Source: an optimization exercise on an open RTL-to-GDS flow (aim: small area). Production flows keep margins and buffers that such runs may drop. Only simulation tests tie the RTL to the original design; equivalence was not proved. Power figures rest on the tool's default switching activity, not on a simulated workload.

## the baseline
## chan_top
module chan_top (
	input  wire logic                       wb_clk,
	input  wire logic                       rst_n_i,
	input  wire logic                       reg_we_i,
	input  wire logic [4-1:0]      reg_adr_i,
	input  wire logic [16-1:0]         reg_dat_i,
	output logic [16-1:0]              reg_dat_o,
	input  wire logic                       adc_vld_i,
	input  wire logic [4*12-1:0]   adc_dat_i,
	output logic [16-1:0]              tx_dat_o,
	output logic                            tx_k_o,
	output logic                            tx_vld_o,
	input  wire logic                       tx_rdy_i
);
	function automatic logic [15:0] inc16(input logic [15:0] a, input logic ci);
		logic c;
		logic [15:0] s;
		c = ci;
		for (int i = 0; i < 16; i++) begin
			s[i] = a[i] ^ c;
			c = a[i] & c;
		end
		inc16 = s;
	endfunction
	function automatic logic [3:0] updn4(input logic [3:0] q, input logic up, input logic dn);
		logic u, d;
		logic [3:0] t;
		u = up & ~dn;
		d = dn & ~up;
		for (int i = 0; i < 4; i++) begin
			t[i] = u | d;
			u = u & q[i];
			d = d & ~q[i];
		end
		updn4 = q ^ t;
	endfunction
	function automatic logic [2:0] updn3(input logic [2:0] q, input logic up, input logic dn);
		logic u, d;
		logic [2:0] t;
		u = up & ~dn;
		d = dn & ~up;
		for (int i = 0; i < 3; i++) begin
			t[i] = u | d;
			u = u & q[i];
			d = d & ~q[i];
		end
		updn3 = q ^ t;
	endfunction
	logic [12:0]  zthr;
	logic [15:0]  sthr;
  ...
Size: about 2,400 cells after synthesis, about 110 I/O pins.
clock: 5.0 ns
lec_check: 0
cap_margin: 20
core_margin: 2
core_utilization: 65
cts_cluster_diameter: 100
cts_cluster_size: 28
place_density: 0.68
setup_slack_margin: 0.05
slew_margin: 20
synth_hierarchical: 1
standard.sh (not shown) runs the stock make flow with config.mk's settings and CLKGATE_MAP_FILE= SYNTH_SCRIPT=/design/flow/synth_recipe.tcl, a recipe that flattens the netlist after the stock synthesis.
==> flow/flow/run.sh <==
#!/bin/bash
# Layout flow: the standard layout (standard.sh) with two changes.
#  1. Synthesis maps the logic with an area-oriented ABC script (flow/area.abc)
#     instead of ORFS's speed script. Everything else in synthesis is the standard flow's
#     own script (synth_recipe.tcl): same passes, same flip-flop mapping, same
#     flattening and renaming, so the registers are the standard ones.
#  2. The port buffers are sky130_fd_sc_hd__buf_1 (every input and output
#     port still gets one) instead of the delay cell buffer_ports picks.
# Each tool's output goes to a log file in this folder; ORFS's own per-step
# logs are under orfs/logs/.
set -euo pipefail
here=$(pwd)

# ORFS synth.tcl with the ABC script swapped after the preamble has set it up
orfs_synth="$FLOW_HOME/scripts/synth.tcl"
anchor='source $::env(SCRIPTS_DIR)/synth_preamble.tcl'
grep -qF "$anchor" "$orfs_synth"
awk -v anchor="$anchor" -v abc="$here/flow/area.abc" '
	{ print }
	$0 == anchor { print "lset abc_args 1 " abc }
' "$orfs_synth" > "$here/area_synth.tcl"
grep -q "lset abc_args 1 $here/flow/area.abc" "$here/area_synth.tcl"

# The standard flow's synthesis script, sourcing that copy instead of ORFS's synth.tcl
sed 's#^source $::env(SCRIPTS_DIR)/synth.tcl$#source '"$here"'/area_synth.tcl#' \
	"$here/synth_recipe.tcl" > "$here/area_synth_recipe.tcl"
grep -q "^source $here/area_synth.tcl\$" "$here/area_synth_recipe.tcl"

BUFFER_PORTS_ARGS="-buffer_cell sky130_fd_sc_hd__buf_1" \
	bash "$here/standard.sh" SYNTH_SCRIPT="$here/area_synth_recipe.tcl" finish \
	> "$here/standard_finish.log" 2>&1

test -s "$here/out/final.def"
==> flow/flow/area.abc <==
strash
dch
amap
topo
stime -c
## Diff of input files: the candidate against the baseline
--- a/flow/design.v
+++ b/flow/design.v
@@ -99,60 +99,56 @@
 	always_ff @(posedge wb_clk) begin
 		if (!rst_n_i)
 			stat <= '0;
 		else
 			stat <= ((reg_adr_i == 4'd15) ? 5'd0 : stat) | ovf;
 		reg_dat_o <= rd_val;
 	end
 	logic [15:0] sthr_nx;
 	assign sthr_nx = sthr_d;
 	logic       load;
 	logic       tv;                 
-	logic       tne_q;              
 	logic [3:0] cv;                 
 	logic [3:0] cpop;
 	logic       tpop;
 	assign load = ~tx_vld_o | tx_rdy_i;
 	logic [12:0]        slot [4][8];
 	logic [3:0]         cnt  [4];      
 	logic [12:0]        d_q  [4];      
 	logic [3:0]         en_q;          
 	logic               vld_q;         
 	logic [7:0]         hsel [4];      
-	logic [3:0]         ne_q;          
 	for (genvar c = 0; c < 4; c++) begin : g_chan
 		logic [12:0] d;
 		logic        gt, push, full, acc;
 		ped_sub u_sub (
 			.smp_i  (adc_dat_i[c*12 +: 12]),
 			.pedn_i (pedn[c]),
 			.inv_i  (inv[c]),
 			.d_o    (d)
 		);
 		always_ff @(posedge wb_clk)
 			d_q[c] <= d;
 		gt_s13 u_gt (.a_i(d_q[c]), .b_i(zthr), .gt_o(gt));
 		assign push   = en_q[c] & gt;
 		assign full   = cnt[c][3];
 		assign acc    = push & ~full;
 		assign ovf[c] = push & full;
-		assign cv[c]  = ne_q[c];
+		assign cv[c]  = (cnt[c] != 4'd0);
 		always_ff @(posedge wb_clk) begin
 			if (!rst_n_i) begin
 				cnt[c]  <= '0;
-				ne_q[c] <= 1'b0;
 				en_q[c] <= 1'b0;
 			end else begin
 				en_q[c] <= adc_vld_i & mask[c];
 				cnt[c]  <= updn4(cnt[c], acc, cpop[c]);
-				ne_q[c] <= acc | (ne_q[c] & ~(hsel[c][0] & cpop[c]));
 			end
 		end
 		logic [12:0] slot_d [8];
 		logic        accn;
 		assign accn = ~acc;
 		for (genvar i = 0; i < 8; i++) begin : g_s
 			hold_mux #(.W(13)) u_ld (
 				.ld_i  (acc),
 				.ldn_i (accn),
 				.d_i   ((i == 0) ? d_q[c] : slot[c][(i == 0) ? 0 : i-1]),
 				.q_i   (slot[c][i]),
@@ -189,30 +185,28 @@
 			smp_cnt <= inc16(smp_cnt, vld_q);
 			if (vld_q)
 				last_q <= cmp;
 		end
 	end
 	logic [15:0] tslot [4];
 	logic [2:0]  tcnt;
 	logic        tfull, tacc;
 	assign tfull  = tcnt[2];
 	assign tacc   = trig_q & ~tfull;
 	assign ovf[4] = trig_q & tfull;
-	assign tv     = tne_q;
+	assign tv     = (tcnt != 3'd0);
 	always_ff @(posedge wb_clk) begin
 		if (!rst_n_i) begin
 			tcnt  <= '0;
-			tne_q <= 1'b0;
 		end else begin
 			tcnt  <= updn3(tcnt, tacc, tpop);
-			tne_q <= tacc | (tne_q & ~((tcnt == 3'd1) & tpop));
 		end
 	end
 	logic [15:0] tslot_d [4];
 	logic        taccn;
 	assign taccn = ~tacc;
 	for (genvar i = 0; i < 4; i++) begin : g_ts
 		hold_mux #(.W(16)) u_ld (
 			.ld_i  (tacc),
 			.ldn_i (taccn),
 			.d_i   ((i == 0) ? smp_cnt : tslot[(i == 0) ? 0 : i-1]),
 			.q_i   (tslot[i]),
==> comparison <==
- As of the candidate, via count had fallen slightly compared to the baseline.
- Routed wire in the candidate totals less than in the baseline.
- Wire length of the first global-routing pass is higher on the baseline
- In the reports for the baseline and the candidate, the larger final critical delay including setup and external delays belongs to the candidate.
- Diff the baseline -> the candidate | combinational cell fraction of total power | increase of 4.6 points

[port drivers added, routing unchanged]
The results above use ideal ports. As a check the final layouts listed here were re-extracted and re-timed, cells and wires unchanged. Step 1 sets driving cells, clkbuf_16 on the clock port and buf_2 on the other inputs (assumed; they add their load-dependent delay and slew). Step 2 times the ports against the registers' clock, not the clock port: input delays grow and output delays shrink by t, the midpoint of the rising clock arrivals with the driver on. Slacks: no drivers / after step 1 / after step 2; pairs: no drivers / after step 1.
| run | shift t [ns] | setup slack, ns | hold slack, ns | slew at the worst register clock pin (ns) | pins driven straight from the clock port |
|---|---|---|---|---|---|
| the baseline | 0.672 | 0.278 / 0.278 / -0.287 | 0.444 / 0.444 / 0.444 | 0.12 / 0.12 | 1 |
| the candidate | 0.663 | 0.118 / 0.118 / -0.490 | 0.447 / 0.447 / 0.447 | 0.11 / 0.11 | 1 |
Met with ideal ports but missed after step 2: setup timing in the baseline and the candidate. The setup slack of the candidate, which loses most, moves by 0.000 ns with the drivers and by -0.608 ns with both steps.
